This design comes from an exercise in tuning for small area, a short achievable clock period and few clock cycles on the open sky130 flow, not from production work. No run shown here included a check of the RTL's function; only the layout flow was run. No activity file was given, so power comes from the tool's default toggle rates.

File: constraint.sdc
create_clock -name core_clock -period 10.0 [get_ports {clk}]
set_input_delay 2.0000 -clock core_clock [delete_from_list [all_inputs] [get_ports {clk}]]
set_output_delay 2.0000 -clock core_clock [all_outputs]
set_load 0.01 [all_outputs]
File: run.sh
#!/bin/bash
# synth_recipe.tcl (not shown) runs the flow's synth.tcl, then flattens the netlist and writes it again
# the make line also repeats each setting of config.mk as NAME=value (left out here)
make -C /OpenROAD-flow-scripts/flow DESIGN_CONFIG=/design/flow/config.mk WORK_HOME=/design/flow/orfs CLKGATE_MAP_FILE= SYNTH_SCRIPT=/design/flow/synth_recipe.tcl finish
File: design.v
package drb_pkg;
  function automatic logic [3:0] rect_count(input logic [3:0] r);
    case (r)
      4'd0: rect_count = 4'd1;
      4'd1: rect_count = 4'd2;
      4'd2: rect_count = 4'd3;
      4'd3: rect_count = 4'd3;
      4'd4: rect_count = 4'd4;
      4'd5: rect_count = 4'd4;
      4'd6: rect_count = 4'd5;
      4'd7: rect_count = 4'd6;
      4'd8: rect_count = 4'd6;
      4'd9: rect_count = 4'd7;
      4'd10: rect_count = 4'd7;
      4'd11: rect_count = 4'd8;
      4'd12: rect_count = 4'd9;
      4'd13: rect_count = 4'd9;
      4'd14: rect_count = 4'd10;
      4'd15: rect_count = 4'd10;
      default: rect_count = 4'd0;
    endcase
  endfunction
  function automatic logic [7:0] rect_wa(input logic [3:0] r, input logic [3:0] idx);
    case ({r, idx})
      8'h00: rect_wa = {4'd0, 4'd0};
      8'h10: rect_wa = {4'd1, 4'd0};
      8'h11: rect_wa = {4'd0, 4'd1};
      8'h20: rect_wa = {4'd2, 4'd0};
      8'h21: rect_wa = {4'd1, 4'd1};
      8'h22: rect_wa = {4'd0, 4'd2};
      8'h30: rect_wa = {4'd3, 4'd0};
      8'h31: rect_wa = {4'd2, 4'd2};
      8'h32: rect_wa = {4'd0, 4'd3};
      8'h40: rect_wa = {4'd4, 4'd0};
      8'h41: rect_wa = {4'd3, 4'd2};
      8'h42: rect_wa = {4'd2, 4'd3};
      8'h43: rect_wa = {4'd0, 4'd4};
      8'h50: rect_wa = {4'd5, 4'd0};
      8'h51: rect_wa = {4'd4, 4'd3};
      8'h52: rect_wa = {4'd3, 4'd4};
      8'h53: rect_wa = {4'd0, 4'd5};
      8'h60: rect_wa = {4'd6, 4'd0};
      8'h61: rect_wa = {4'd5, 4'd3};
      8'h62: rect_wa = {4'd4, 4'd4};
      8'h63: rect_wa = {4'd3, 4'd5};
      8'h64: rect_wa = {4'd0, 4'd6};
      8'h70: rect_wa = {4'd7, 4'd0};
      8'h71: rect_wa = {4'd6, 4'd3};
      8'h72: rect_wa = {4'd5, 4'd4};
      8'h73: rect_wa = {4'd4, 4'd5};
      8'h74: rect_wa = {4'd3, 4'd6};
      8'h75: rect_wa = {4'd0, 4'd7};
      8'h80: rect_wa = {4'd8, 4'd0};
      8'h81: rect_wa = {4'd7, 4'd3};
      8'h82: rect_wa = {4'd6, 4'd5};
      8'h83: rect_wa = {4'd5, 4'd6};
      8'h84: rect_wa = {4'd3, 4'd7};
      8'h85: rect_wa = {4'd0, 4'd8};
      8'h90: rect_wa = {4'd9, 4'd0};
      8'h91: rect_wa = {4'd8, 4'd4};
      8'h92: rect_wa = {4'd7, 4'd5};
      8'h93: rect_wa = {4'd6, 4'd6};
      8'h94: rect_wa = {4'd5, 4'd7};
      8'h95: rect_wa = {4'd4, 4'd8};
      8'h96: rect_wa = {4'd0, 4'd9};
      8'ha0: rect_wa = {4'd10, 4'd0};
      8'ha1: rect_wa = {4'd9, 4'd4};
      8'ha2: rect_wa = {4'd8, 4'd6};
      8'ha3: rect_wa = {4'd7, 4'd7};
      8'ha4: rect_wa = {4'd6, 4'd8};
      8'ha5: rect_wa = {4'd4, 4'd9};
      8'ha6: rect_wa = {4'd0, 4'd10};
      8'hb0: rect_wa = {4'd11, 4'd0};
      8'hb1: rect_wa = {4'd10, 4'd4};
      8'hb2: rect_wa = {4'd9, 4'd6};
      8'hb3: rect_wa = {4'd8, 4'd7};
      8'hb4: rect_wa = {4'd7, 4'd8};
      8'hb5: rect_wa = {4'd6, 4'd9};
      8'hb6: rect_wa = {4'd4, 4'd10};
      8'hb7: rect_wa = {4'd0, 4'd11};
      8'hc0: rect_wa = {4'd12, 4'd0};
      8'hc1: rect_wa = {4'd11, 4'd4};
      8'hc2: rect_wa = {4'd10, 4'd6};
      8'hc3: rect_wa = {4'd9, 4'd7};
      8'hc4: rect_wa = {4'd8, 4'd8};
      8'hc5: rect_wa = {4'd7, 4'd9};
      8'hc6: rect_wa = {4'd6, 4'd10};
      8'hc7: rect_wa = {4'd4, 4'd11};
      8'hc8: rect_wa = {4'd0, 4'd12};
      8'hd0: rect_wa = {4'd13, 4'd0};
      8'hd1: rect_wa = {4'd12, 4'd5};
      8'hd2: rect_wa = {4'd11, 4'd6};
      8'hd3: rect_wa = {4'd10, 4'd8};
      8'hd4: rect_wa = {4'd9, 4'd9};
      8'hd5: rect_wa = {4'd8, 4'd10};
      8'hd6: rect_wa = {4'd6, 4'd11};
      8'hd7: rect_wa = {4'd5, 4'd12};
      8'hd8: rect_wa = {4'd0, 4'd13};
      8'he0: rect_wa = {4'd14, 4'd0};
      8'he1: rect_wa = {4'd13, 4'd5};
      8'he2: rect_wa = {4'd12, 4'd7};
      8'he3: rect_wa = {4'd11, 4'd8};
      8'he4: rect_wa = {4'd10, 4'd9};
      8'he5: rect_wa = {4'd9, 4'd10};
      8'he6: rect_wa = {4'd8, 4'd11};
      8'he7: rect_wa = {4'd7, 4'd12};
      8'he8: rect_wa = {4'd5, 4'd13};
      8'he9: rect_wa = {4'd0, 4'd14};
      8'hf0: rect_wa = {4'd15, 4'd0};
      8'hf1: rect_wa = {4'd14, 4'd5};
      8'hf2: rect_wa = {4'd13, 4'd7};
      8'hf3: rect_wa = {4'd12, 4'd9};
      8'hf4: rect_wa = {4'd11, 4'd10};
      8'hf5: rect_wa = {4'd10, 4'd11};
      8'hf6: rect_wa = {4'd9, 4'd12};
      8'hf7: rect_wa = {4'd7, 4'd13};
      8'hf8: rect_wa = {4'd5, 4'd14};
      8'hf9: rect_wa = {4'd0, 4'd15};
      default: rect_wa = 8'h00;
    endcase
  endfunction
endpackage
module drb_cell #(
  parameter int NP = 4
) (
  input  logic          clk,
  input  logic          keep,
  input  logic [NP-1:0] r,
  input  logic [NP-1:0] c,
  output logic          q
);
  always_ff @(posedge clk) begin
    q <= (q && keep) || (|(r & c));
  end
endmodule
module drb_rdcol (
  input  logic [4095:0] map,
  input  logic [5:0]    x,
  output logic [63:0]   rows
);
  logic [63:0] csel;
  always_comb begin
    for (int i = 0; i < 64; i++) csel[i] = (x == 6'(i));
  end
  for (genvar r = 0; r < 64; r++) begin : g_row
    drb_sel64 u_row (.d(map[r*64 +: 64]), .s(csel), .o(rows[r]));
  end
endmodule
module drb_rdrow (
  input  logic [63:0] rows,
  input  logic        hit,
  input  logic        en,
  input  logic [5:0]  y,
  output logic        bit_
);
  logic [63:0] rsel;
  logic        any;
  always_comb begin
    for (int i = 0; i < 64; i++) rsel[i] = (y == 6'(i));
  end
  drb_sel64 u_sel (.d(rows), .s(rsel), .o(any));
  assign bit_ = en && (any || hit);
endmodule
module drb_sel64 (
  input  logic [63:0] d,
  input  logic [63:0] s,
  output logic        o
);
  assign o = |(d & s);
endmodule
module drb_mask (
  input  logic        en,
  input  logic [5:0]  lo,
  input  logic [5:0]  hi,
  output logic [63:0] m
);
  logic [63:0] ge;
  logic [63:0] le;
  drb_therm #(.LE(0)) u_ge (.v(lo), .t(ge));
  drb_therm #(.LE(1)) u_le (.v(hi), .t(le));
  assign m = ge & le & {64{en}};
endmodule
module drb_therm #(
  parameter bit LE = 0
) (
  input  logic [5:0]  v,
  output logic [63:0] t
);
  always_comb begin
    t = '0;
    t[0] = LE ? 1'b1 : !v[0];
    t[1] = LE ? v[0] : 1'b1;
    for (int k = 1; k < 6; k++) begin
      for (int i = 0; i < (1 << k); i++) begin
        if (LE) begin
          t[(1 << k) + i] = v[k] && t[i];
          t[i]            = v[k] || t[i];
        end else begin
          t[(1 << k) + i] = !v[k] || t[i];
          t[i]            = !v[k] && t[i];
        end
      end
    end
  end
endmodule
module drb_dstep (
  input  logic [85:0] s,
  input  logic [15:0] d,
  input  logic [17:0] d3,
  output logic [85:0] o
);
  function automatic logic [16:0] sub18(input logic [17:0] a, input logic [17:0] b);
    logic [17:0] g;
    logic [17:0] p;
    logic [17:0] pp;
    logic [17:0] sm;
    logic [17:0] nb;
    nb = ~b;
    g = a & nb;
    p = a ^ nb;
    g[0] = g[0] | p[0];
    pp = p;
    for (int lv = 0; lv < 5; lv++) begin
      for (int i = 17; i >= (1 << lv); i--) begin
        g[i]  = g[i] | (pp[i] & g[i - (1 << lv)]);
        pp[i] = pp[i] & pp[i - (1 << lv)];
      end
    end
    sm = p ^ {g[16:0], 1'b1};
    sub18 = {g[17], sm[15:0]};
  endfunction
  function automatic logic [37:0] step4(input logic [37:0] a, input logic [15:0] dd,
                                        input logic [17:0] dd3);
    logic [17:0] p;
    logic [16:0] t1;
    logic [16:0] t2;
    logic [16:0] t3;
    logic [15:0] rem;
    p  = {a[35:20], a[19:18]};
    t1 = sub18(p, {2'b00, dd});
    t2 = sub18(p, {1'b0, dd, 1'b0});
    t3 = sub18(p, dd3);
    if (t3[16])      rem = t3[15:0];
    else if (t2[16]) rem = t2[15:0];
    else if (t1[16]) rem = t1[15:0];
    else             rem = p[15:0];
    step4 = {a[37:36], rem, a[17:0], t2[16], t3[16] || (t1[16] && !t2[16])};
  endfunction
  always_comb begin
    if (s[85:84] == 2'd0) o = {s[85:80], s[79:76] - 4'd1, step4(s[75:38], d, d3),
                               step4(s[37:0], d, d3)};
    else                  o = s;
  end
endmodule
module drb_rect_rom (
  input  logic [3:0] r,
  input  logic [3:0] idx,
  output logic [7:0] wa
);
  assign wa = drb_pkg::rect_wa(r, idx);
endmodule
module drb_rect_cnt (
  input  logic [3:0] r,
  output logic [3:0] n
);
  assign n = drb_pkg::rect_count(r);
endmodule
module disc_reveal_bitmap (
  input  logic                                clk,
  input  logic                                rst_n,
  input  logic                                in_valid,
  output logic                                in_ready,
  input  logic [1:0]                          in_cmd,
  input  logic signed [23:0]                  in_world_x,
  input  logic signed [23:0]                  in_world_y,
  input  logic [3:0]                          in_radius,
  input  logic signed [7:0]                   in_cell_x,
  input  logic signed [7:0]                   in_cell_y,
  output logic                                out_valid,
  input  logic                                out_ready,
  output logic                                out_revealed_bit,
  output logic                                out_in_bounds,
  output logic signed [17:0]                  out_center_x,
  output logic signed [17:0]                  out_center_y,
  input  logic                                cfg_we,
  input  logic [2:0]                          cfg_idx,
  input  logic [23:0]                         cfg_wdata
);
  localparam int NP = 4;    
  localparam int NQ = 4;    
  localparam logic [1:0] CMD_DISC = 2'd0;
  localparam logic [1:0] CMD_CELL = 2'd1;
  localparam logic [1:0] CMD_READ = 2'd2;
  localparam logic [1:0] CMD_NONE = 2'd3;
  function automatic logic [25:0] add25(input logic [24:0] a, input logic [24:0] b,
                                        input logic ci);
    logic [24:0] g;
    logic [24:0] p;
    logic [24:0] pp;
    logic [24:0] s;
    g = a & b;
    p = a ^ b;
    g[0] = g[0] | (p[0] & ci);
    pp = p;
    for (int lv = 0; lv < 5; lv++) begin
      for (int i = 24; i >= (1 << lv); i--) begin
        g[i]  = g[i] | (pp[i] & g[i - (1 << lv)]);
        pp[i] = pp[i] & pp[i - (1 << lv)];
      end
    end
    s = p ^ {g[23:0], ci};
    add25 = {g[24], s};
  endfunction
  function automatic logic [17:0] sub17(input logic [16:0] a, input logic [16:0] b);
    logic [16:0] g;
    logic [16:0] p;
    logic [16:0] pp;
    logic [16:0] s;
    logic [16:0] nb;
    nb = ~b;
    g = a & nb;
    p = a ^ nb;
    g[0] = g[0] | p[0];
    pp = p;
    for (int lv = 0; lv < 5; lv++) begin
      for (int i = 16; i >= (1 << lv); i--) begin
        g[i]  = g[i] | (pp[i] & g[i - (1 << lv)]);
        pp[i] = pp[i] & pp[i - (1 << lv)];
      end
    end
    s = p ^ {g[15:0], 1'b1};
    sub17 = {g[16], s};
  endfunction
  function automatic logic [63:0] therm_ge(input logic [5:0] v);
    logic [63:0] t;
    t = '0;
    t[1] = 1'b1;
    t[0] = !v[0];
    for (int k = 1; k < 6; k++) begin
      for (int i = 0; i < (1 << k); i++) begin
        t[(1 << k) + i] = !v[k] || t[i];
        t[i]            = !v[k] && t[i];
      end
    end
    therm_ge = t;
  endfunction
  function automatic logic [63:0] therm_le(input logic [5:0] v);
    logic [63:0] t;
    t = '0;
    t[0] = 1'b1;
    t[1] = v[0];
    for (int k = 1; k < 6; k++) begin
      for (int i = 0; i < (1 << k); i++) begin
        t[(1 << k) + i] = v[k] && t[i];
        t[i]            = v[k] || t[i];
      end
    end
    therm_le = t;
  endfunction
  function automatic logic [63:0] mask_ge(input logic [7:0] v);
    if (v[7])      mask_ge = '1;
    else if (v[6]) mask_ge = '0;
    else           mask_ge = therm_ge(v[5:0]);
  endfunction
  function automatic logic [63:0] mask_le(input logic [7:0] v);
    if (v[7])      mask_le = '0;
    else if (v[6]) mask_le = '1;
    else           mask_le = therm_le(v[5:0]);
  endfunction
  function automatic logic [63:0] mask_lt(input logic [6:0] n);
    if (n[6]) mask_lt = '1;
    else      mask_lt = ~therm_ge(n[5:0]);
  endfunction
  function automatic logic [23:0] mask24_ge(input logic [4:0] n);
    logic [23:0] m;
    for (int i = 0; i < 24; i++) m[i] = (5'(i) >= n);
    mask24_ge = m;
  endfunction
  logic [6:0]         grid_cols_r;
  logic [6:0]         grid_rows_r;
  logic signed [23:0] origin_x_r;
  logic signed [23:0] origin_y_r;
  logic [15:0]        cell_size_r;
  always_ff @(posedge clk) begin
    if (!rst_n) begin
      grid_cols_r <= 7'd64;
      grid_rows_r <= 7'd64;
      origin_x_r  <= '0;
      origin_y_r  <= '0;
      cell_size_r <= 16'd8192;
    end else if (cfg_we) begin
      case (cfg_idx)
        3'd0: grid_cols_r <= cfg_wdata[6:0];
        3'd1: grid_rows_r <= cfg_wdata[6:0];
        3'd2: origin_x_r  <= cfg_wdata;
        3'd3: origin_y_r  <= cfg_wdata;
        3'd4: cell_size_r <= cfg_wdata[15:0];
        default: ;
      endcase
    end
  end
  logic [6:0]  cols_eff;
  logic [6:0]  rows_eff;
  logic [15:0] den;
  logic [17:0] den3;       
  logic [23:0] big3;       
  logic [23:0] big4;       
  always_ff @(posedge clk) begin
    logic [4:0] dl;
    dl = 5'd1;
    for (int i = 0; i < 16; i++) begin
      if (cell_size_r[i]) dl = 5'(i + 1);
    end
    cols_eff <= (grid_cols_r > 7'd64) ? 7'd64 : grid_cols_r;
    rows_eff <= (grid_rows_r > 7'd64) ? 7'd64 : grid_rows_r;
    den      <= (cell_size_r == '0) ? 16'd1 : cell_size_r;
    big3     <= mask24_ge(dl + 5'd5);
    big4     <= mask24_ge(dl + 5'd7);
    den3     <= {2'b00, den} + {1'b0, den, 1'b0};
  end
  localparam int IFW = 56;
  logic [IFW-1:0] if0;
  logic [IFW-1:0] if1;
  logic [1:0]     if_cnt;
  logic           in_ready_r;
  logic [IFW-1:0] if_new;
  logic           if_acc;
  logic           if_pop;
  always_comb begin
    logic [25:0] sx;
    logic [25:0] sy;
    sx = add25({in_world_x[23], in_world_x}, ~{origin_x_r[23], origin_x_r}, 1'b1);
    sy = add25({in_world_y[23], in_world_y}, ~{origin_y_r[23], origin_y_r}, 1'b1);
    if (in_cmd == CMD_DISC) begin
      if_new = {in_cmd, in_radius, sx[24], sx[23:0] ^ {24{sx[24]}},
                sy[24], sy[23:0] ^ {24{sy[24]}}};
    end else begin
      if_new = {in_cmd, in_radius, 1'b0, 16'd0, in_cell_x, 1'b0, 16'd0, in_cell_y};
    end
  end
  assign in_ready = in_ready_r;
  assign if_acc   = in_valid && in_ready_r;
  always_ff @(posedge clk) begin
    logic [1:0] nxt_cnt;
    if (!rst_n) begin
      if_cnt     <= '0;
      in_ready_r <= 1'b1;
    end else begin
      nxt_cnt    = if_cnt + 2'(if_acc) - 2'(if_pop);
      if_cnt     <= nxt_cnt;
      in_ready_r <= (nxt_cnt < 2'd2);
    end
  end
  always_ff @(posedge clk) begin
    if (if_pop) begin
      if0 <= (if_cnt == 2'd2) ? if1 : if_new;
    end else if (if_acc && if_cnt == 2'd0) begin
      if0 <= if_new;
    end
    if (if_acc && (if_cnt == 2'd1) != if_pop) begin
      if1 <= if_new;
    end
  end
  localparam int AXW = 38;
  localparam int DVW = 10 + 2 * AXW;
  function automatic logic [AXW-1:0] align(input logic neg, input logic [23:0] a,
                                           input logic [1:0] sel, input logic [15:0] d);
    logic ovf;
    ovf = (d[15:4] == '0) && (a[23:20] >= d[3:0]);
    case (sel)
      2'd0:    align = {neg, 1'b0, a[21:6], a[5:0], 14'd0};    
      2'd1:    align = {neg, 1'b0, a[23:8], a[7:0], 12'd0};    
      default: align = {neg, ovf, 12'd0, a[23:20], a[19:0]};   
    endcase
  endfunction
  logic [DVW-1:0] a_q;
  logic           a_v;
  logic [DVW-1:0] d1_q;
  logic           d1_v;
  logic [DVW-1:0] d2_q;
  logic           d2_v;
  logic [DVW-1:0] d3_q;
  logic           d3_v;
  logic [DVW-1:0] a_new;
  logic [DVW-1:0] a_step;
  logic [DVW-1:0] d1_step;
  logic [DVW-1:0] d2_step;
  logic a_loop;
  logic a_leave;
  logic d1_leave;
  logic d2_leave;
  logic d3_leave;
  logic bq_room;
  always_comb begin
    logic [1:0]  cmd;
    logic [23:0] ax;
    logic [23:0] ay;
    logic [1:0]  sel;
    cmd = if0[55:54];
    ax  = if0[48:25];
    ay  = if0[23:0];
    if (!(|(ax & big3)) && !(|(ay & big3)))      sel = 2'd0;
    else if (!(|(ax & big4)) && !(|(ay & big4))) sel = 2'd1;
    else                                          sel = 2'd2;
    if (cmd == CMD_DISC) begin
      a_new = {cmd, if0[53:50], (sel == 2'd0) ? 4'd3 : (sel == 2'd1) ? 4'd4 : 4'd10,
               align(if0[49], ax, sel, den), align(if0[24], ay, sel, den)};
    end else begin
      a_new = {cmd, if0[53:50], 4'd0, 30'd0, ax[7:0], 30'd0, ay[7:0]};
    end
  end
  drb_dstep u_step_a  (.s(a_q),  .d(den), .d3(den3), .o(a_step));
  drb_dstep u_step_d1 (.s(d1_q), .d(den), .d3(den3), .o(d1_step));
  drb_dstep u_step_d2 (.s(d2_q), .d(den), .d3(den3), .o(d2_step));
  assign d3_leave = d3_v && bq_room;
  assign d2_leave = d2_v && (!d3_v || d3_leave);
  assign d1_leave = d1_v && (!d2_v || d2_leave);
  assign a_loop   = a_v && (a_q[2*AXW+3 -: 4] > 4'd3);
  assign a_leave  = a_v && !a_loop && (!d1_v || d1_leave);
  assign if_pop   = (if_cnt != 2'd0) && (!a_v || a_leave);
  always_ff @(posedge clk) begin
    if (!rst_n) begin
      a_v  <= 1'b0;
      d1_v <= 1'b0;
      d2_v <= 1'b0;
      d3_v <= 1'b0;
    end else begin
      if (if_pop)        a_v  <= 1'b1;
      else if (a_leave)  a_v  <= 1'b0;
      if (a_leave)       d1_v <= 1'b1;
      else if (d1_leave) d1_v <= 1'b0;
      if (d1_leave)      d2_v <= 1'b1;
      else if (d2_leave) d2_v <= 1'b0;
      if (d2_leave)      d3_v <= 1'b1;
      else if (d3_leave) d3_v <= 1'b0;
    end
  end
  always_ff @(posedge clk) begin
    if (if_pop)        a_q  <= a_new;
    else if (a_loop)   a_q  <= a_step;
    if (a_leave)       d1_q <= a_step;
    if (d1_leave)      d2_q <= d1_step;
    if (d2_leave)      d3_q <= d2_step;
  end
  localparam int BQW = 62;
  function automatic logic [17:0] centre(input logic [AXW-1:0] s);
    logic [19:0] q;
    q = s[19:0];
    if (!s[37]) begin
      if (s[36] || (q[19:17] != '0) || (q[16] && q[15:0] != '0)) centre = 18'd65536;
      else                                                         centre = {1'b0, q[16:0]};
    end else begin
      if (s[36] || q[19:16] != '0) centre = 18'h30000;
      else                         centre = ~{2'b00, q[15:0]};
    end
  endfunction
  function automatic logic [7:0] clampc(input logic [17:0] v);
    if (v[17] && (v[16:4] != 13'h1fff))       clampc = 8'hf0;     
    else if (!v[17] && (v[16:7] != '0 || v[6:0] > 7'd79)) clampc = 8'd79;
    else                                      clampc = v[7:0];
  endfunction
  function automatic logic on_axis(input logic [17:0] v, input logic [6:0] lim);
    on_axis = (v[17:6] == '0) && ({1'b0, v[5:0]} < lim);
  endfunction
  logic [BQW-1:0] post_new;
  logic [3:0]     post_n;
  drb_rect_cnt u_cnt (.r(d3_q[DVW-3 -: 4]), .n(post_n));
  always_comb begin
    logic [17:0] vx;
    logic [17:0] vy;
    logic [1:0]  cmd;
    logic        disc;
    cmd  = d3_q[DVW-1 -: 2];
    disc = (cmd == CMD_DISC);
    vx   = disc ? centre(d3_q[2*AXW-1 -: AXW]) : {{10{d3_q[AXW+7]}}, d3_q[AXW+7 -: 8]};
    vy   = disc ? centre(d3_q[AXW-1:0])       : {{10{d3_q[7]}}, d3_q[7:0]};
    post_new = {cmd == CMD_READ,
                disc ? d3_q[DVW-3 -: 4] : 4'd0,
                disc ? post_n : (cmd == CMD_CELL) ? 4'd1 : 4'd0,
                clampc(vx), clampc(vy),
                (cmd != CMD_NONE) && on_axis(vx, cols_eff) && on_axis(vy, rows_eff),
                disc ? vx : 18'd0, disc ? vy : 18'd0};
  end
  logic [BQW-1:0] bq0;
  logic [BQW-1:0] bq1;
  logic [BQW-1:0] bq2;
  logic [1:0]     bq_cnt;
  logic           retire;
  assign bq_room = (bq_cnt != 2'd3);
  always_ff @(posedge clk) begin
    if (!rst_n) bq_cnt <= '0;
    else        bq_cnt <= bq_cnt + 2'(d3_leave) - 2'(retire);
  end
  always_ff @(posedge clk) begin
    if (retire) begin
      bq0 <= (bq_cnt == 2'd1) ? post_new : bq1;
      bq1 <= (bq_cnt == 2'd2) ? post_new : bq2;
      if (bq_cnt == 2'd3) bq2 <= post_new;
    end else if (d3_leave) begin
      case (bq_cnt)
        2'd0:    bq0 <= post_new;
        2'd1:    bq1 <= post_new;
        default: bq2 <= post_new;
      endcase
    end
  end
  logic [3:0] m0_r;           
  logic       credit_r;       
  logic [2:0] out_cnt;
  logic       b0b_res_v;
  logic       b1_res_v;
  logic       out_pop;
  logic [NP*25-1:0] b0_iss;
  logic [3:0]       m0_nxt;
  always_comb begin
    logic [3:0] used0;
    logic [3:0] room;
    logic [3:0] n1;
    logic [3:0] nx;
    logic       v0;
    logic       v1;
    v0     = (bq_cnt != 2'd0);
    v1     = (bq_cnt >= 2'd2);
    used0  = !v0 ? 4'd0 : (m0_r > 4'(NP)) ? 4'(NP) : m0_r;
    retire = v0 && credit_r && (m0_r <= 4'(NP));
    room   = 4'(NP) - used0;
    n1     = v1 ? bq1[56:53] : 4'd0;
    nx     = (n1 < room) ? n1 : room;
    if (retire)   m0_nxt = v1 ? n1 - nx : post_new[56:53];
    else if (!v0) m0_nxt = post_new[56:53];
    else          m0_nxt = m0_r - used0;
    for (int p = 0; p < NP; p++) begin
      if (4'(p) < used0) begin
        b0_iss[p*25 +: 25] = {1'b1, bq0[60:57], m0_r - 4'd1 - 4'(p), bq0[52:37]};
      end else if (retire && (4'(p) - used0) < n1) begin
        b0_iss[p*25 +: 25] = {1'b1, bq1[60:57], n1 - 4'd1 - (4'(p) - used0), bq1[52:37]};
      end else begin
        b0_iss[p*25 +: 25] = '0;
      end
    end
  end
  always_ff @(posedge clk) begin
    logic [2:0] oc;
    oc = out_cnt + 3'(b1_res_v) - 3'(out_pop);
    if (!rst_n) begin
      m0_r     <= '0;
      credit_r <= 1'b1;
    end else begin
      m0_r     <= m0_nxt;
      credit_r <= ({1'b0, oc} + 4'(retire) + 4'(b0b_res_v)) <= 4'(NQ - 1);
    end
  end
  logic [NP*25-1:0] b0b_iss;
  logic             b0b_rd_v;
  logic [5:0]       b0b_rd_x;
  logic [5:0]       b0b_rd_y;
  logic [36:0]      b0b_res;       
  always_ff @(posedge clk) begin
    if (!rst_n) begin
      b0b_iss   <= '0;
      b0b_res_v <= 1'b0;
      b0b_rd_v  <= 1'b0;
    end else begin
      b0b_iss   <= b0_iss;
      b0b_res_v <= retire;
      b0b_rd_v  <= retire && bq0[61] && bq0[36];
    end
    b0b_rd_x <= bq0[50:45];
    b0b_rd_y <= bq0[42:37];
    b0b_res  <= bq0[36:0];
  end
  logic [NP*25-1:0] b0b_rect;
  logic [NP*8-1:0] b0b_wa;
  for (genvar p = 0; p < NP; p++) begin : g_rom
    drb_rect_rom u_rom (.r(b0b_iss[p*25+23 -: 4]), .idx(b0b_iss[p*25+19 -: 4]),
                        .wa(b0b_wa[p*8 +: 8]));
  end
  function automatic logic [12:0] clip(input logic [7:0] c, input logic [3:0] w,
                                       input logic [6:0] lim);
    logic [7:0] lo;
    logic [7:0] hi;
    lo = c - {4'd0, w};
    hi = c + {4'd0, w};
    if ($signed(hi) >= $signed({1'b0, lim})) hi = {1'b0, lim} - 8'd1;
    clip = {!(!lo[7] && lo[6]) && !hi[7], lo[7] ? 6'd0 : lo[5:0], hi[5:0]};
  endfunction
  always_comb begin
    logic [24:0] is;
    logic [7:0]  wa;
    logic [12:0] rb;
    logic [12:0] cb;
    for (int p = 0; p < NP; p++) begin
      is = b0b_iss[p*25 +: 25];
      wa = b0b_wa[p*8 +: 8];
      rb = clip(is[7:0], wa[3:0], rows_eff);
      cb = clip(is[15:8], wa[7:4], cols_eff);
      b0b_rect[p*25 +: 25] = {is[24] && rb[12] && cb[12], rb[11:0], cb[11:0]};
    end
  end
  logic [NP*25-1:0] b1_rect;
  logic             b1_rd_v;
  logic [5:0]       b1_rd_y;
  logic [36:0]      b1_res;
  logic             keep_r;
  always_ff @(posedge clk) begin
    keep_r <= rst_n;
    if (!rst_n) begin
      b1_rect  <= '0;
      b1_res_v <= 1'b0;
      b1_rd_v  <= 1'b0;
    end else begin
      b1_rect  <= b0b_rect;
      b1_res_v <= b0b_res_v;
      b1_rd_v  <= b0b_rd_v;
    end
    b1_rd_y <= b0b_rd_y;
    b1_res  <= b0b_res;
  end
  logic [4095:0]    map_q;
  logic [NP*64-1:0] rmask;    
  logic [NP*64-1:0] cmask;    
  for (genvar p = 0; p < NP; p++) begin : g_port
    logic [63:0] rm;
    logic [63:0] cm;
    drb_mask u_rmask (
      .en  (b1_rect[p*25+24]),
      .lo  (b1_rect[p*25+23 -: 6]),
      .hi  (b1_rect[p*25+17 -: 6]),
      .m   (rm)
    );
    drb_mask u_cmask (
      .en  (1'b1),
      .lo  (b1_rect[p*25+11 -: 6]),
      .hi  (b1_rect[p*25+5 -: 6]),
      .m   (cm)
    );
    for (genvar i = 0; i < 64; i++) begin : g_bit
      assign rmask[i*NP+p] = rm[i];
      assign cmask[i*NP+p] = cm[i];
    end
  end
  for (genvar y = 0; y < 64; y++) begin : g_row
    for (genvar x = 0; x < 64; x++) begin : g_col
      drb_cell #(.NP(NP)) u_cell (
        .clk  (clk),
        .keep (keep_r),
        .r    (rmask[y*NP +: NP]),
        .c    (cmask[x*NP +: NP]),
        .q    (map_q[y*64+x])
      );
    end
  end
  logic [63:0] rd_rows;
  logic        rd_hit;
  logic [63:0] b1_rows;
  logic        b1_hit;
  logic        rd_bit;
  drb_rdcol u_rdcol (.map(map_q), .x(b0b_rd_x), .rows(rd_rows));
  always_comb begin
    logic [24:0] rc;
    rd_hit = 1'b0;
    for (int p = 0; p < NP; p++) begin
      rc = b1_rect[p*25 +: 25];
      if (rc[24] && b0b_rd_y >= rc[23:18] && b0b_rd_y <= rc[17:12] &&
          b0b_rd_x >= rc[11:6] && b0b_rd_x <= rc[5:0]) begin
        rd_hit = 1'b1;
      end
    end
  end
  always_ff @(posedge clk) begin
    b1_rows <= rd_rows;
    b1_hit  <= rd_hit;
  end
  drb_rdrow u_rdrow (.rows(b1_rows), .hit(b1_hit), .en(b1_rd_v), .y(b1_rd_y), .bit_(rd_bit));
  logic [37:0] oq [NQ];
  logic [37:0] res_new;
  logic        out_vld_r;
  assign res_new = {rd_bit, b1_res};
  assign out_pop = out_vld_r && out_ready;
  always_ff @(posedge clk) begin
    logic [2:0] nxt_cnt;
    if (!rst_n) begin
      out_cnt   <= '0;
      out_vld_r <= 1'b0;
    end else begin
      nxt_cnt   = out_cnt + 3'(b1_res_v) - 3'(out_pop);
      out_cnt   <= nxt_cnt;
      out_vld_r <= (nxt_cnt != 3'd0);
    end
  end
  always_ff @(posedge clk) begin
    for (int i = 0; i < NQ; i++) begin
      if (out_pop) begin
        if (b1_res_v && out_cnt == 3'(i + 1)) oq[i] <= res_new;
        else if (i < NQ - 1)                   oq[i] <= oq[i + 1];
      end else if (b1_res_v && out_cnt == 3'(i)) begin
        oq[i] <= res_new;
      end
    end
  end
  assign out_valid        = out_vld_r;
  assign out_revealed_bit = oq[0][37];
  assign out_in_bounds    = oq[0][36];
  assign out_center_x     = oq[0][35:18];
  assign out_center_y     = oq[0][17:0];
endmodule
File: config.mk
export PLATFORM = sky130hd
export DESIGN_NAME = disc_reveal_bitmap
export DESIGN_NICKNAME = disc_reveal_bitmap
export VERILOG_FILES = /design/flow/design.v
export SDC_FILE = /design/flow/constraint.sdc
export NUM_CORES = 8
export LEC_CHECK = 0
export CAP_MARGIN = 20
export CORE_MARGIN = 2
export CORE_UTILIZATION = 30
export MIN_ROUTING_LAYER = met2
export PLACE_DENSITY = 0.4
export SETUP_SLACK_MARGIN = 5
export SLEW_MARGIN = 20
export SYNTH_HIERARCHICAL = 1
export SYNTH_MEMORY_MAX_BITS = 8192
==> impl_metrics.py, run 1 <==
metrics = {
    "status": {
        "outcome": "did not finish",
        "haltStage": "global routing",
        "firstError": "[ERROR GRT-0116] Global routing finished with congestion. Check the congestion regions in the DRC Viewer.",
    },
    "die": {
        "pin_count": 142,
        "die_w_um": 986,
        "start_util_pct": 30.1,
        "die_h_um": 986,
        "rows": 360,
    },
    "synthesis": {
        "synth_warnings": 16,
        "syn_inst": 30216,
        "synth.avg_cell_area_um2": 9.56,
        "syn_area_mm2": 0.289,
    },
    "clocking": {
        "max-clock-path-buffers": 5,
        "cts_root_buf": "clkbuf_16",
        "cts_buffers": 691,
        "htreeDepth": 6,
    },
    "grt": {
        "grt_usage_pct": 74.3,
        "grt_max_degree": 215,
        "overflow": 1533,
        "grt_pass1_wl_um": 3360000,
        "grt_pass1_vias": 489388,
    },
    "placement": {
        "place_inst": 43456,
        "place_congestion": 1.15,
        "portBuffers": 141,
        "dp_hpwl_um": 1470000,
    },
}
[worst min-delay path by stage]
stage,start,depth (start not counted),endpoint
detailed placement,b0b_res[14]$_DFF_P_,0,b1_res[14]$_DFF_P_
CTS,b0b_res[8]$_DFF_P_,0,b1_res[8]$_DFF_P_
global placement,b0b_res[12]$_DFF_P_,0,b1_res[12]$_DFF_P_
floorplan,b0b_res[0]$_DFF_P_,0,b1_res[0]$_DFF_P_
[repair_timing]
| item | 4_1_cts |
|---|---|
| gates resized for setup | 47 |
| gates cloned | 2 |
| hold endpoints to repair | 0 |
| setup endpoints to repair | 71 |
| buffers inserted | 12 |
| hold buffers | 0 |
| pin swaps | 4 |
[routing by layer]
metal | overflow | GRT usage, %
met1 | - | -
met3 | 1232 | 83.0
met2 | 38 | 78.7
met5 | 211 | 61.4
met4 | 52 | 53.3
[through the flow]
step,power (mW),setup slack [ns],area (um^2),util (%)
after CTS,80.2,4.98,337000,35.0
after detailed placement,54.3,3.65,314000,32.7
after global placement,54.4,3.58,314000,32.6
after floorplan,39.8,-10.67,289000,-
[power groups by stage]
stage / Sequential [mW] / Clock (mW) / Combinational (mW)
2_1_floorplan: 25.7 / 0 / 14.1
3_3_place_gp: 26.9 / 0 / 27.6
3_5_place_dp: 26.9 / 0 / 27.4
4_1_cts: 26.4 / 26.2 / 27.6
==> inputs of run 2 (changes only) <==
--- a/config.mk
+++ b/config.mk
@@ -6,10 +6,11 @@
 export NUM_CORES = 8
 export LEC_CHECK = 0
 export CAP_MARGIN = 20
+export CELL_PAD_IN_SITES_DETAIL_PLACEMENT = 1
+export CELL_PAD_IN_SITES_GLOBAL_PLACEMENT = 1
 export CORE_MARGIN = 2
-export CORE_UTILIZATION = 30
-export MIN_ROUTING_LAYER = met2
-export PLACE_DENSITY = 0.4
+export CORE_UTILIZATION = 25
+export PLACE_DENSITY = 0.35
 export SETUP_SLACK_MARGIN = 5
 export SLEW_MARGIN = 20
 export SYNTH_HIERARCHICAL = 1
==> impl_metrics.py, run 2 <==
metrics = {
    "setup_path": {
        "crit_buf_inv": 3,
        "cp_data_arrival_time_ns": 6.51,
        "cp-end-kind": "flip-flop",
        "crit_slowest_cell": "nand4_1",
        "start_kind": "flip-flop",
        "required_ns": 11.08,
        "cp_max_fo": 31,
        "path_delay_family": "simple AND/OR/NAND/NOR gates",
        "path_cells": "buf_4, or4b_1, nor2_4, buf_4, buf_4, a221oi_1, nand4_1, or4_1",
        "critical_path_class": "reg -> reg",
        "cp_common_cell": "buf_4",
        "cp_num_cells": 8,
        "critPathMaxStageDelay_ns": 1.16,
        "r2r_cells": 8,
    },
    "detailed_routing": {
        "antenna_left": 0,
        "drt_iter0_markers": 70428,
        "firstDrtPassIters": 13,
        "vias": 342843,
        "post_drt_wl_per_cell_um": 51.9,
        "viasPerCell": 7.05,
        "drc": 0,
        "routed_wl_um": 2520000,
    },
    "sta": {
        "fin_setup_tns_ns": 0,
        "min_period_ns": 5.42,
        "hold_viol": 0,
        "rsz0062_at_grt": "yes",
        "fmax_mhz": 184,
        "tightest_slew_ns": 1.41,
        "skew_ns": 0.114,
        "setup_viol_count_final": 0,
        "fin_crit_sh_pct": 54.2,
        "slew_viol_final": 0,
        "slew_headroom_pct": 6.33,
    },
    "cells_and_area": {
        "area_delta_synth_final_pct": 19.9,
        "final_area_mm2": 0.347,
        "nets": 32375,
        "final_common_cell": "nand2_1",
        "max_flop_register": "g_row.g_col.u_cell.q",
        "reg_top3": "g_row.g_col.u_cell.q (4096), oq (152)",
        "final_cell_mix": "nand2_1 (5537), dfxtp_1 (4695), a22oi_1 (4157), a222oi_1 (4096), buf_4 (1113)",
        "largest_reg_flops": 4096,
        "drive_gt1_share_pct": 12.2,
    },
    "placement": {
        "place_area_mm2": 0.319,
        "place_congestion": 0.974,
        "dp_hpwl_um": 1570000,
        "portBuffers": 141,
    },
    "grt": {
        "grt_pass1_wl_um": 3280000,
        "grt_max_degree": 190,
        "antenna_found_initial": 446,
        "grt_usage_pct": 41.0,
        "grt_pass1_vias": 331599,
        "overflow": 0,
    },
    "die": {
        "rows": 395,
        "die_h_um": 1080,
        "die-area_mm2": 1.16,
        "pin_count": 142,
        "start_util_pct": 25.0,
        "die_w_um": 1080,
        "coreArea_mm2": 1.15,
    },
    "clocking": {
        "max-clock-path-buffers": 5,
        "htreeDepth": 6,
        "cts_tree": "built",
        "cts_root_buf": "clkbuf_16",
        "clk_latency_ns": 1.27,
        "cts_buffers": 733,
        "postCtsHoldBufs": 0,
        "clk_pin_slew_ns": 0.06,
        "cts.sinks": 5392,
    },
    "synthesis": {
        "syn_area_mm2": 0.289,
        "synth_warnings": 16,
        "synth.avg_cell_area_um2": 9.56,
        "syn_inst": 30216,
    },
    "pwr": {
        "leakage_nw": 132,
        "power_density_mw_per_mm2": 241,
        "ir_drop_uv": 430,
    },
    "run": {
        "cap_viol_max_count": 0,
    },
    "status": {
        "outcome": "complete, no violations",
    },
    "worst_hold_path": {
        "worstHoldPathCells": 0,
        "hp-class": "reg -> reg",
    },
}
[run 2: final timing paths]
check                       end  slack, ns           startpoint
max reg2reg  b1_rows[4]$_DFF_P_       4.58  b0b_rd_x[4]$_DFF_P_
min reg2reg  b1_res[21]$_DFF_P_       0.30  b0b_res[21]$_DFF_P_
min          b1_res[21]$_DFF_P_       0.30  b0b_res[21]$_DFF_P_
max          b1_rows[4]$_DFF_P_       4.58  b0b_rd_x[4]$_DFF_P_
[run 2: cell type report]
type / count / area (um^2)
fillers: 130628 / 808000
multi-input cells: 23403 / 171000
flip-flops and latches: 5392 / 115000
clock buffers: 1150 / 22200
well taps: 15284 / 19100
repair buffers: 1371 / 12400
diodes: 1271 / 3180
inverters: 621 / 2360
clock inverters: 159 / 1730
[run 2: metal layers]
metal / share of wire [%] / vias to the layer above / GRT usage [%]
li1: - / 132615 / -
met1: 39 / 180995 / 51.1
met2: 42 / 23531 / 60.9
met3: 11 / 5596 / 11.6
met4: 7.8 / 106 / 28.7
met5: 0.065 / - / 0.170
[run 2: report_power, final]
| part | internal (mW) | leakage [nW] | switching (mW) |
|---|---|---|---|
| logic | 6.73 | 75.7 | 22.9 |
| clock network | 15.6 | 11.7 | 11.9 |
| registers | 24.1 | 44.4 | 2.26 |
[run 2: per-stage QoR]
| step | hold slack, ns | cells | power, mW | setup WS [ns] | util [%] |
|---|---|---|---|---|---|
| final | 0.300 | 48651 | 83.5 | 4.58 | 30.0 |
| after global routing | 0.301 | 48438 | 85.2 | 4.81 | 30.0 |
| after CTS | 0.298 | 47350 | 82.6 | 4.98 | 29.7 |
| after detailed placement | 0.313 | 46040 | 55.1 | 3.86 | 27.6 |
| after global placement | 0.312 | 45975 | 55.0 | 3.75 | 27.5 |
| after floorplan | 0.310 | 30260 | 39.8 | -10.67 | - |
[run 2: repair_timing]
action | 4_1_cts | 5_1_grt
setup endpoints to repair | 108 | 61
buffers inserted | 1 | 24
resized for setup | 36 | 79
pin swaps | 5 | 11
cloned | 0 | 0
==> inputs of run 3 (changes only) <==
--- a/design.v
+++ b/design.v
@@ -166,7 +166,38 @@
   input  logic [63:0] s,
   output logic        o
 );
-  assign o = |(d & s);
+  logic [23:0] y;    
+  logic [5:0]  z;    
+  for (genvar i = 0; i < 22; i++) begin : g_a
+    if (3 * i + 2 < 64) begin : g_3
+      drb_aoi222 u_aoi (.a0(d[3*i]), .b0(s[3*i]), .a1(d[3*i+1]), .b1(s[3*i+1]),
+                        .a2(d[3*i+2]), .b2(s[3*i+2]), .y(y[i]));
+    end else begin : g_1
+      assign y[i] = !(d[3*i] && s[3*i]);
+    end
+  end
+  assign y[23:22] = 2'b11;
+  for (genvar i = 0; i < 6; i++) begin : g_n
+    drb_nand4 u_nand (.a(y[4*i +: 4]), .y(z[i]));
+  end
+  assign o = |z;
+endmodule
+module drb_aoi222 (
+  input  logic a0,
+  input  logic b0,
+  input  logic a1,
+  input  logic b1,
+  input  logic a2,
+  input  logic b2,
+  output logic y
+);
+  assign y = !((a0 && b0) || (a1 && b1) || (a2 && b2));
+endmodule
+module drb_nand4 (
+  input  logic [3:0] a,
+  output logic       y
+);
+  assign y = !(&a);
 endmodule
 module drb_mask (
   input  logic        en,
@@ -373,7 +404,7 @@
   endfunction
   function automatic logic [23:0] mask24_ge(input logic [4:0] n);
     logic [23:0] m;
-    for (int i = 0; i < 24; i++) m[i] = (5'(i) >= n);
+    for (int i = 0; i < 24; i++) m[i] = (n <= 5'(i));
     mask24_ge = m;
   endfunction
   logic [6:0]         grid_cols_r;
@@ -403,6 +434,7 @@
   logic [6:0]  rows_eff;
   logic [15:0] den;
   logic [17:0] den3;       
+  logic [4:0]  dlen;       
   logic [23:0] big3;       
   logic [23:0] big4;       
   always_ff @(posedge clk) begin
@@ -414,10 +446,11 @@
     cols_eff <= (grid_cols_r > 7'd64) ? 7'd64 : grid_cols_r;
     rows_eff <= (grid_rows_r > 7'd64) ? 7'd64 : grid_rows_r;
     den      <= (cell_size_r == '0) ? 16'd1 : cell_size_r;
-    big3     <= mask24_ge(dl + 5'd5);
-    big4     <= mask24_ge(dl + 5'd7);
+    dlen     <= dl;
     den3     <= {2'b00, den} + {1'b0, den, 1'b0};
   end
+  assign big3 = mask24_ge(dlen + 5'd5);
+  assign big4 = mask24_ge(dlen + 5'd7);
   localparam int IFW = 56;
   logic [IFW-1:0] if0;
   logic [IFW-1:0] if1;
@@ -542,7 +575,7 @@
     if (d1_leave)      d2_q <= d1_step;
     if (d2_leave)      d3_q <= d2_step;
   end
-  localparam int BQW = 62;
+  localparam int BQW = 47;
   function automatic logic [17:0] centre(input logic [AXW-1:0] s);
     logic [19:0] q;
     q = s[19:0];
@@ -574,12 +607,11 @@
     disc = (cmd == CMD_DISC);
     vx   = disc ? centre(d3_q[2*AXW-1 -: AXW]) : {{10{d3_q[AXW+7]}}, d3_q[AXW+7 -: 8]};
     vy   = disc ? centre(d3_q[AXW-1:0])       : {{10{d3_q[7]}}, d3_q[7:0]};
-    post_new = {cmd == CMD_READ,
+    post_new = {cmd == CMD_READ, disc,
                 disc ? d3_q[DVW-3 -: 4] : 4'd0,
                 disc ? post_n : (cmd == CMD_CELL) ? 4'd1 : 4'd0,
-                clampc(vx), clampc(vy),
                 (cmd != CMD_NONE) && on_axis(vx, cols_eff) && on_axis(vy, rows_eff),
-                disc ? vx : 18'd0, disc ? vy : 18'd0};
+                vx, vy};
   end
   logic [BQW-1:0] bq0;
   logic [BQW-1:0] bq1;
@@ -619,21 +651,29 @@
     logic [3:0] nx;
     logic       v0;
     logic       v1;
+    logic [7:0] xc0;
+    logic [7:0] yc0;
+    logic [7:0] xc1;
+    logic [7:0] yc1;
+    xc0    = clampc(bq0[35:18]);
+    yc0    = clampc(bq0[17:0]);
+    xc1    = clampc(bq1[35:18]);
+    yc1    = clampc(bq1[17:0]);
     v0     = (bq_cnt != 2'd0);
     v1     = (bq_cnt >= 2'd2);
     used0  = !v0 ? 4'd0 : (m0_r > 4'(NP)) ? 4'(NP) : m0_r;
     retire = v0 && credit_r && (m0_r <= 4'(NP));
     room   = 4'(NP) - used0;
-    n1     = v1 ? bq1[56:53] : 4'd0;
+    n1     = v1 ? bq1[40:37] : 4'd0;
     nx     = (n1 < room) ? n1 : room;
-    if (retire)   m0_nxt = v1 ? n1 - nx : post_new[56:53];
-    else if (!v0) m0_nxt = post_new[56:53];
+    if (retire)   m0_nxt = v1 ? n1 - nx : post_new[40:37];
+    else if (!v0) m0_nxt = post_new[40:37];
     else          m0_nxt = m0_r - used0;
     for (int p = 0; p < NP; p++) begin
       if (4'(p) < used0) begin
-        b0_iss[p*25 +: 25] = {1'b1, bq0[60:57], m0_r - 4'd1 - 4'(p), bq0[52:37]};
+        b0_iss[p*25 +: 25] = {1'b1, bq0[44:41], m0_r - 4'd1 - 4'(p), xc0, yc0};
       end else if (retire && (4'(p) - used0) < n1) begin
-        b0_iss[p*25 +: 25] = {1'b1, bq1[60:57], n1 - 4'd1 - (4'(p) - used0), bq1[52:37]};
+        b0_iss[p*25 +: 25] = {1'b1, bq1[44:41], n1 - 4'd1 - (4'(p) - used0), xc1, yc1};
       end else begin
         b0_iss[p*25 +: 25] = '0;
       end
@@ -663,11 +703,11 @@
     end else begin
       b0b_iss   <= b0_iss;
       b0b_res_v <= retire;
-      b0b_rd_v  <= retire && bq0[61] && bq0[36];
+      b0b_rd_v  <= retire && bq0[46] && bq0[36];
     end
-    b0b_rd_x <= bq0[50:45];
-    b0b_rd_y <= bq0[42:37];
-    b0b_res  <= bq0[36:0];
+    b0b_rd_x <= bq0[23:18];
+    b0b_rd_y <= bq0[5:0];
+    b0b_res  <= {bq0[36], bq0[45] ? bq0[35:0] : 36'd0};
   end
   logic [NP*25-1:0] b0b_rect;
   logic [NP*8-1:0] b0b_wa;
==> flow/run.sh (new file) <==
#!/bin/bash
# Own layout flow: the standard flow (standard.sh), with one extra step between floorplan
# and global placement that places the bit-map cells as a regular array (flow/place_map.py).
# Each step's full output goes to a log file of its own in the work folder.
set -euo pipefail
RES=orfs/results/${FLOW_PLATFORM}/disc_reveal_bitmap/base
bash standard.sh synth floorplan > std_synth_floorplan.log 2>&1
openroad -python -no_init -exit flow/place_map.py "$RES/2_floorplan.odb" > place_map.log 2>&1
bash standard.sh > std_place_to_finish.log 2>&1
==> flow/place_map.py (new file) <==
# Places the bit-map cells (instances g_row[y].g_col[x].u_cell.*) in a regular 64 x 64 array
# before global placement, and marks them FIRM so that the placer arranges the rest around it.
# Bit (x, y): its flip-flop in row R0 + 3y, its gates in the row above; the third row of each
# bit row is left to the placer (read-mux cells, buffers).
import odb
import re
import sys

path = sys.argv[1]
px = int(sys.argv[2]) if len(sys.argv) > 2 else 20     # bit pitch in sites
r0 = int(sys.argv[3]) if len(sys.argv) > 3 else 2      # first row
s0 = int(sys.argv[4]) if len(sys.argv) > 4 else 2      # first site

db = odb.dbDatabase.create()
odb.read_db(db, path)
blk = db.getChip().getBlock()
rows = sorted(blk.getRows(), key=lambda r: r.getOrigin()[1])
site_w = rows[0].getSite().getWidth()

# occupied sites per row (tap cells and anything already placed)
occ = [set() for _ in rows]
row_of_y = {r.getOrigin()[1]: i for i, r in enumerate(rows)}
for inst in blk.getInsts():
    if inst.getPlacementStatus() in ("FIXED", "FIRM", "LOCKED", "PLACED") and \
            inst.getMaster().getName().startswith("sky130_fd_sc_hd__tap"):
        x, y = inst.getLocation()
        ri = row_of_y.get(y)
        if ri is None:
            continue
        s = (x - rows[ri].getOrigin()[0]) // site_w
        for k in range(inst.getMaster().getWidth() // site_w):
            occ[ri].add(s + k)

pat = re.compile(r'g_row\\?\[(\d+)\\?\]\.g_col\\?\[(\d+)\\?\]\.u_cell\.')


def driver(net):
    for it in net.getITerms():
        if it.isOutputSignal():
            return it.getInst()
    return None


def cone(flop):
    # the flip-flop and the gates that feed only its D input
    out = [flop]
    todo = [it.getNet() for it in flop.getITerms() if it.getMTerm().getName() == "D"]
    while todo:
        net = todo.pop()
        if net is None or len(net.getITerms()) != 2 or net.getBTerms():
            continue
        drv = driver(net)
        if drv is None or drv.getMaster().isSequential() or drv in out:
            continue
        out.append(drv)
        for it in drv.getITerms():
            if it.isInputSignal():
                todo.append(it.getNet())
    return out


cells = {}
for inst in blk.getInsts():
    m = pat.match(inst.getName())
    if m and inst.getMaster().isSequential():
        cells[(int(m.group(1)), int(m.group(2)))] = cone(inst)

want = {}   # row index -> list of (desired site, width, inst)
for (y, x), insts in cells.items():
    flops = [i for i in insts if i.getMaster().isSequential()]
    gates = sorted([i for i in insts if not i.getMaster().isSequential()],
                   key=lambda i: -i.getMaster().getWidth())
    ra = r0 + 3 * y
    base = s0 + px * x
    for i in flops:
        want.setdefault(ra, []).append((base, i.getMaster().getWidth() // site_w, i))
    s = base
    for i in gates:
        w = i.getMaster().getWidth() // site_w
        want.setdefault(ra + 1, []).append((s, w, i))
        s += w

placed = 0
maxdrift = 0
for ri, lst in want.items():
    row = rows[ri]
    ox, oy = row.getOrigin()
    cur = 0
    for d, w, inst in sorted(lst, key=lambda t: t[0]):
        s = max(d, cur)
        while any((s + k) in occ[ri] for k in range(w)):
            s += 1
        if s + w > row.getSiteCount():
            raise SystemExit("array does not fit in row %d" % ri)
        for k in range(w):
            occ[ri].add(s + k)
        cur = s + w
        maxdrift = max(maxdrift, s - d)
        inst.setOrient(row.getOrient())
        inst.setLocation(ox + s * site_w, oy)
        inst.setPlacementStatus("FIRM")
        placed += 1

print("placed %d map cells, %d bits, largest shift %d sites" % (placed, len(cells), maxdrift))
odb.write_db(db, path)
==> standard.sh (new file) <==
#!/bin/bash
# synth_recipe.tcl (not shown) runs the flow's synth.tcl, then flattens the netlist and writes it again
# the make line also repeats each setting of config.mk as NAME=value (left out here)
make -C /OpenROAD-flow-scripts/flow DESIGN_CONFIG=/design/flow/config.mk WORK_HOME=/design/flow/orfs CLKGATE_MAP_FILE= SYNTH_SCRIPT=/design/flow/synth_recipe.tcl "${@:-finish}"
--- a/config.mk
+++ b/config.mk
@@ -6,11 +6,10 @@
 export NUM_CORES = 8
 export LEC_CHECK = 0
 export CAP_MARGIN = 20
-export CELL_PAD_IN_SITES_DETAIL_PLACEMENT = 1
-export CELL_PAD_IN_SITES_GLOBAL_PLACEMENT = 1
 export CORE_MARGIN = 2
-export CORE_UTILIZATION = 25
-export PLACE_DENSITY = 0.35
+export CORE_UTILIZATION = 40
+export MIN_ROUTING_LAYER = met2
+export PLACE_DENSITY = 0.6
 export SETUP_SLACK_MARGIN = 5
 export SLEW_MARGIN = 20
 export SYNTH_HIERARCHICAL = 1
removed: run.sh
==> impl_metrics.py, run 3 <==
metrics = {
    "grt": {
        "grt_usage_pct": 68.3,
        "grt_pass1_wl_um": 2520000,
        "grt_pass1_vias": 495269,
        "overflow": 3673,
        "grt_max_degree": 258,
    },
    "placement": {
        "place_congestion": 1.28,
        "place_area_mm2": 0.298,
        "portBuffers": 141,
        "dp_hpwl_um": 1010000,
        "pre_cts_ws_ns": 3.30,
    },
    "die": {
        "rows": 308,
        "die_h_um": 843,
        "start_util_pct": 40.1,
        "pin_count": 142,
        "die_w_um": 843,
    },
    "status": {
        "outcome": "did not finish",
        "firstError": "[ERROR GRT-0116] Global routing finished with congestion. Check the congestion regions in the DRC Viewer.",
        "haltStage": "global routing",
    },
    "synthesis": {
        "syn_area_mm2": 0.281,
        "synth.avg_cell_area_um2": 9.42,
        "synth_warnings": 16,
        "syn_inst": 29872,
    },
    "clocking": {
        "max-clock-path-buffers": 4,
        "cts_root_buf": "clkbuf_16",
        "htreeDepth": 6,
        "cts_buffers": 586,
    },
}
## run 3: power groups by stage
stage                     sequential [mW]  combinational, mW  clock [mW]
after global placement               26.3               22.8           0
after CTS                            25.9               23.1        22.2
after floorplan                      25.3               14.6           0
after detailed placement             26.3               22.8           0
## run 3: what timing repair did
action | in CTS
resized for setup | 128
pin swaps | 12
setup endpoints to repair | 140
buffers inserted | 11
hold buffers | 0
## run 3: stage by stage
stage	std cells	hold slack, ns	util [%]
after CTS	40481	0.326	45.3
after detailed placement	39431	0.312	42.4
after global placement	39429	0.310	42.4
after floorplan	29977	0.310	-
## run 3: worst max-delay path by stage
stage                           startpoint                                  to  cells after the start
CTS                 b0b_iss[92]$_SDFF_PN0_              b1_rect[77]$_SDFF_PN0_                     20
detailed placement  b0b_iss[42]$_SDFF_PN0_              b1_rect[49]$_SDFF_PN0_                     19
global placement    b0b_iss[42]$_SDFF_PN0_              b1_rect[49]$_SDFF_PN0_                     19
floorplan                   keep_r$_DFF_P_  g_row[0].g_col[0].u_cell.q$_DFF_P_                      2
## run 3: layer usage
layer	overflow	global-route usage, %
met2	115	71.9
met1	-	-
met3	2893	79.4
met4	104	44.8
met5	561	58.6

static timing again, ports no longer ideal:
How much do the figures lean on ideal ports? The routed layout below was timed once more, with nothing changed but the port constraints. Step 1: set_driving_cell puts a clkbuf_16 on clk and a buf_2 on each other input, an assumption about the parent block. Step 2 also shifts input and output timing later by t, the mid clock arrival at the registers, as if the neighbouring blocks saw the same clock. Three values: ideal, step 1, step 2; two values: the first two.
run: run 2
shift t [ns]: 1.367
slack for setup (ns): 4.575 / 4.575 / 3.913
worst setup path at the end: input to register
latest minus earliest clock arrival (ns): 0.136 / 0.137
worst data-port slew with drivers (ns): 0.11
After both steps run 2 still meets setup and hold. The setup slack of run 2 moves by 0.000 ns with the drivers and by -0.662 ns with both steps.
